This design comes from an exercise in tuning for small area on the open sky130 flow, not from production work. The RTL was checked by simulation tests, not by an equivalence proof against the original design. Power is estimated from default activity; no workload was simulated.

Design datapath, start of the top module:
module datapath (
    input  logic                    clk,
    input  logic                    rstN_i,
    input  logic                    iStall_i,
    input  logic                    dStall_i,
    output logic [32-1:0]   pcF_o,
    output logic                    instEnF_o,
    input  logic [32-1:0]   instrF_i,
    output logic                    memEnM_o,
    output logic [32-1:0]   memAddrM_o,
    output logic [3:0]              memWenM_o,
    output logic [32-1:0]   memWdataM_o,
    input  logic [32-1:0]   memRdataM_i,
    output logic [32-1:0]   debugWbPc_o,
    output logic [3:0]              debugWbRfWen_o,
    output logic [5-1:0] debugWbRfWnum_o,
    output logic [32-1:0]   debugWbRfWdata_o
);
Size in the first run: roughly 1200 flip-flops, about 240 I/O pins, roughly 48000 um2 of cells after synthesis.
export LEC_CHECK = 0
export ABC_AREA = 1
export CAP_MARGIN = 20
export CORE_MARGIN = 2
export CORE_UTILIZATION = 40
export CTS_BUF_LIST = sky130_fd_sc_hd__clkbuf_8
export PLACE_DENSITY = 0.6
export SLEW_MARGIN = 20
create_clock -name core_clock -period 5.5 [get_ports {clk}]
run.sh (not shown) runs the stock make flow with config.mk's settings and CLKGATE_MAP_FILE= SYNTH_SCRIPT=/design/flow/synth_recipe.tcl, a recipe that flattens the netlist after the stock synthesis.
The starting point completed with no timing, DRC or antenna violations.
Change:
==> flow/flow/run.sh (new file) <==
#!/bin/bash
# The standard layout, with every port buffered by the smallest buffer
# (sky130_fd_sc_hd__buf_1) instead of the one buffer_ports picks by default.
set -euo pipefail
export BUFFER_PORTS_ARGS="-buffer_cell sky130_fd_sc_hd__buf_1"
bash standard.sh > standard.log 2>&1
==> flow/standard.sh (new file) <==
#!/bin/bash
# synth_recipe.tcl (not shown) runs the flow's synth.tcl, then flattens the netlist and writes it again
# the make line also repeats each setting of config.mk as NAME=value (left out here)
make -C /OpenROAD-flow-scripts/flow DESIGN_CONFIG=/design/flow/config.mk WORK_HOME=/design/flow/orfs CLKGATE_MAP_FILE= SYNTH_SCRIPT=/design/flow/synth_recipe.tcl "${@:-finish}"
Settings changed: ABC_AREA 1 to not set, CORE_UTILIZATION 40 to 60, CTS_BUF_LIST sky130_fd_sc_hd__clkbuf_8 to sky130_fd_sc_hd__clkbuf_16, CTS_CLUSTER_DIAMETER set to 100, CTS_CLUSTER_SIZE set to 20, PLACE_DENSITY 0.6 to 0.72.
removed: flow/run.sh
Clock power came out lower by a quarter to a third.
Sequential power came out higher slightly.
Power falls by roughly a tenth.
Die area goes down by well over a third.
Global-route usage grows by 18 points.
Area after synthesis decreases by a few percent.
Cell count drops by a quarter to a third.
Worst setup slack gets worse by 51 ps.
Final area drops by a little under a tenth.
Wire length is higher by a few percent.
Change:
==> flow/run.sh (new file) <==
#!/bin/bash
# synth_recipe.tcl (not shown) runs the flow's synth.tcl, then flattens the netlist and writes it again
# the make line also repeats each setting of config.mk as NAME=value (left out here)
make -C /OpenROAD-flow-scripts/flow DESIGN_CONFIG=/design/flow/config.mk WORK_HOME=/design/flow/orfs CLKGATE_MAP_FILE= SYNTH_SCRIPT=/design/flow/synth_recipe.tcl finish
Settings changed: CORE_UTILIZATION 60 to 40, CTS_BUF_LIST sky130_fd_sc_hd__clkbuf_16 to not set, CTS_CLUSTER_DIAMETER 100 to not set, CTS_CLUSTER_SIZE 20 to not set, PLACE_DENSITY 0.72 to 0.6.
removed: flow/flow/run.sh
removed: flow/standard.sh
=> The new run completed without violations. Sequential share of layout area shrinks by 4.3 points. Design area goes up by 9.4%. Register-to-register slack gets better by 30 ps. Cell count rose by 14%. Hold slack got worse by 13 ps. Via count came out lower by 1.4%. Setup slack improved by 68 ps. Fmax goes up by 1.3%. Critical path depth falls by 1. First-iteration DRC count went down by 18%.

* * *

## build 55
datapath, a different RTL version from the one above (not shown whole).
Size in the first run: ~3700 cells after synthesis, about 240 I/O pins, roughly 44000 sq um of cells after synthesis.
==> flow/config.mk <==
export PLATFORM = sky130hd
export DESIGN_NAME = datapath
export DESIGN_NICKNAME = datapath
export VERILOG_FILES = /design/flow/design.v
export SDC_FILE = /design/flow/constraint.sdc
export NUM_CORES = 4
export LEC_CHECK = 0
export CAP_MARGIN = 20
export CORE_MARGIN = 2
export CORE_UTILIZATION = 60
export CTS_BUF_LIST = sky130_fd_sc_hd__clkbuf_16
export CTS_CLUSTER_DIAMETER = 100
export CTS_CLUSTER_SIZE = 20
export GPL_TIMING_DRIVEN = 0
export PLACE_DENSITY = 0.72
export SLEW_MARGIN = 20
==> flow/constraint.sdc <==
create_clock -name core_clock -period 5.5 [get_ports {clk}]
set_input_delay 1.1000 -clock core_clock [delete_from_list [all_inputs] [get_ports {clk}]]
set_output_delay 1.1000 -clock core_clock [all_outputs]
set_load 0.01 [all_outputs]
standard.sh (not shown) runs the stock make flow with config.mk's settings and CLKGATE_MAP_FILE= SYNTH_SCRIPT=/design/flow/synth_recipe.tcl, a recipe that flattens the netlist after the stock synthesis.
==> flow/flow/run.sh <==
#!/bin/bash
# The standard layout, with every port buffered by the smallest buffer
# (sky130_fd_sc_hd__buf_1) instead of the one buffer_ports picks by default.
set -euo pipefail
export BUFFER_PORTS_ARGS="-buffer_cell sky130_fd_sc_hd__buf_1"
bash standard.sh > standard.log 2>&1
Build 55 ran in full, but the layout does not pass; the checks complain about setup timing.
## Diff of input files: build 74 against build 55
- removing GPL_TIMING_DRIVEN (formerly 0)
==> flow/flow/run.sh <==
#!/bin/bash
# The standard layout with two changes: every port buffered by the smallest buffer
# (sky130_fd_sc_hd__buf_1), and after global routing, gates off the critical paths sized
# down (ORFS's RECOVER_POWER step, repair_timing -recover_power) on all paths with slack.
set -euo pipefail
export BUFFER_PORTS_ARGS="-buffer_cell sky130_fd_sc_hd__buf_1"
export RECOVER_POWER=100
bash standard.sh > standard.log 2>&1
==> comparison <==
Build 74 completed end to end; final checks failed (capacitance limit, slew limit, setup timing).
Build 74 does better than build 55 on total non-filler cell area in the finished layout.
After synthesis and placement, the instance count of build 74 is below that of build 55.
For fraction of the mapped netlist area in simple logic gates, build 74 and build 55 come out practically identical.
Relative to build 74, the following input files were edited for build 57:
==> flow/flow/run.sh <==
#!/bin/bash
# The standard layout, with every port buffered by the smallest buffer
# (sky130_fd_sc_hd__buf_1) instead of the one buffer_ports picks by default.
set -euo pipefail
export BUFFER_PORTS_ARGS="-buffer_cell sky130_fd_sc_hd__buf_1"
bash standard.sh > standard.log 2>&1
### Flow results
Looking at the reports, build 57 completed the entire flow and the layout it produced met the timing, design-rule and antenna checks.
The power per cell area of build 74 and that of build 57 are within noise of each other.
On number of antenna-violating nets in the routed design, build 57 and build 74 are neck and neck.
Comparing the two runs side by side, build 57 comes out behind build 74 on cell area after layout.
Worst hold margin essentially unchanged between build 57 and build 74.

* * *

Another version of the RTL of datapath (not shown whole).
For scale: ~3900 cells after synthesis, roughly 1200 flip-flops, about 240 I/O pins, about 0.044 mm2 of cells after synthesis.
clock: 5.5 ns
lec_check: 0
cap_margin: 20
core_margin: 2
core_utilization: 60
cts_buf_list: sky130_fd_sc_hd__clkbuf_16
cts_cluster_diameter: 100
cts_cluster_size: 22
place_density: 0.72
slew_margin: 20
==> flow/flow/run.sh <==
#!/bin/bash
# The standard layout, with every port buffered by the smallest buffer
# (sky130_fd_sc_hd__buf_1) instead of the one buffer_ports picks by default.
set -euo pipefail
export BUFFER_PORTS_ARGS="-buffer_cell sky130_fd_sc_hd__buf_1"
bash standard.sh > standard.log 2>&1
Edit:
--- a/flow/config.mk
+++ b/flow/config.mk
@@ -11,5 +11,5 @@
 export CTS_BUF_LIST = sky130_fd_sc_hd__clkbuf_16
 export CTS_CLUSTER_DIAMETER = 100
-export CTS_CLUSTER_SIZE = 22
+export CTS_CLUSTER_SIZE = 24
 export PLACE_DENSITY = 0.72
 export SLEW_MARGIN = 20
The new run ran to the end with no violations. Setup slack gains 0.049 ns. Via count goes up slightly. Final area is about the same. Worst hold slack hardly moves. Critical path depth goes down by 1.

* * *

Starting RTL as in the previous note.
clock: 5.5 ns
lec_check: 0
cap_margin: 20
core_margin: 2
core_utilization: 60
cts_buf_list: sky130_fd_sc_hd__clkbuf_16
cts_cluster_diameter: 100
cts_cluster_size: 28
place_density: 0.72
slew_margin: 20
Scripts as last shown in full above: flow/flow/run.sh
The starting point finished clean.
Next try:
--- a/flow/config.mk
+++ b/flow/config.mk
@@ -12,3 +12,3 @@
 export CTS_CLUSTER_DIAMETER = 100
-export CTS_CLUSTER_SIZE = 28
+export CTS_CLUSTER_SIZE = 20
 export PLACE_DENSITY = 0.72
Non-clock buffer count does not change.
Count of clock-buffer cells in the layout came out higher by 22.
Maximum frequency hardly moves.
Cell area came out higher by 1.2%.
Wire length came out higher by 0.56%.

* * *

datapath, a different RTL version from the one above (not shown whole).
Size in the first run: about 1200 flip-flops, ~240 I/O pins, about 45000 um2 of cells after synthesis.
==> flow/config.mk <==
export PLATFORM = sky130hd
export DESIGN_NAME = datapath
export DESIGN_NICKNAME = datapath
export VERILOG_FILES = /design/flow/design.v
export SDC_FILE = /design/flow/constraint.sdc
export NUM_CORES = 4
export LEC_CHECK = 0
export CAP_MARGIN = 20
export CORE_MARGIN = 2
export CORE_UTILIZATION = 60
export CTS_BUF_LIST = sky130_fd_sc_hd__clkbuf_16
export CTS_CLUSTER_DIAMETER = 100
export CTS_CLUSTER_SIZE = 24
export PLACE_DENSITY = 0.72
export SLEW_MARGIN = 20
==> flow/constraint.sdc <==
create_clock -name core_clock -period 5.5 [get_ports {clk}]
set_input_delay 1.1000 -clock core_clock [delete_from_list [all_inputs] [get_ports {clk}]]
set_output_delay 1.1000 -clock core_clock [all_outputs]
set_load 0.01 [all_outputs]
Scripts as last shown in full above: flow/flow/run.sh
Then changed:
CTS_CLUSTER_SIZE = 20   (was 24)
What happened:
- The changed run completed with no timing, DRC or antenna violations
- power is higher by 3.9%
- register-to-register slack degrades by 20 ps
- core utilization is higher by 0.56 points
- hold slack barely changes
- worst setup slack degrades by 19 ps
- count of clock-buffer cells in the layout is higher by 14
- flip-flop and latch count is unchanged

==> afterwards: timing with drivers on the ports <==
The flow's constraints put no driver on any port. The routed layouts listed below were extracted and timed again, unchanged, in two steps. Step 1 assumes that a clkbuf_16 drives the clock port and a buf_2 every other input. Step 2, shift: input delay + t, output delay - t, t = (earliest + latest rising clock arrival at the registers) / 2. This alone moves slack from input paths to output paths. a / b / c = no drivers / after step 1 / after step 2; a / b = the first two.
run	t (ns)	setup slack, ns	worst setup path after step 2	worst register clock-pin slew, ns	worst data-port slew with drivers (ns)
the first run of note 1	0.968	0.276 / 0.207 / 0.091	input to register	0.07 / 0.07	0.07
the second run of note 1	0.730	0.225 / 0.273 / -0.458	input to register	0.09 / 0.09	0.05
the third run of note 1	0.793	0.293 / 0.307 / -0.448	input to register	0.07 / 0.07	0.06
build 55	0.718	-0.091 / -0.091 / -0.655	input to register	0.09 / 0.09	0.06
build 74	0.707	-0.035 / -0.035 / -0.171	input to register	0.10 / 0.10	0.08
build 57	0.711	0.226 / 0.226 / 0.077	input to register	0.10 / 0.10	0.07
the first run of note 3	0.742	0.222 / 0.222 / -0.059	input to register	0.10 / 0.10	0.06
the second run of note 3	0.738	0.271 / 0.271 / -0.134	input to register	0.10 / 0.10	0.06
the first run of note 4	0.726	0.232 / 0.232 / -0.121	input to register	0.12 / 0.12	0.05
the second run of note 4	0.711	0.219 / 0.219 / -0.193	input to register	0.10 / 0.10	0.05
the first run of note 5	0.758	0.317 / 0.317 / -0.128	input to register	0.11 / 0.11	0.04
the second run of note 5	0.722	0.298 / 0.298 / -0.128	input to register	0.09 / 0.09	0.04
Met with ideal ports but missed after step 2: setup timing in 8 of these runs. For the third run of note 1, which loses most, drivers alone change the setup slack by +0.014 ns; drivers and shift together by -0.741 ns.
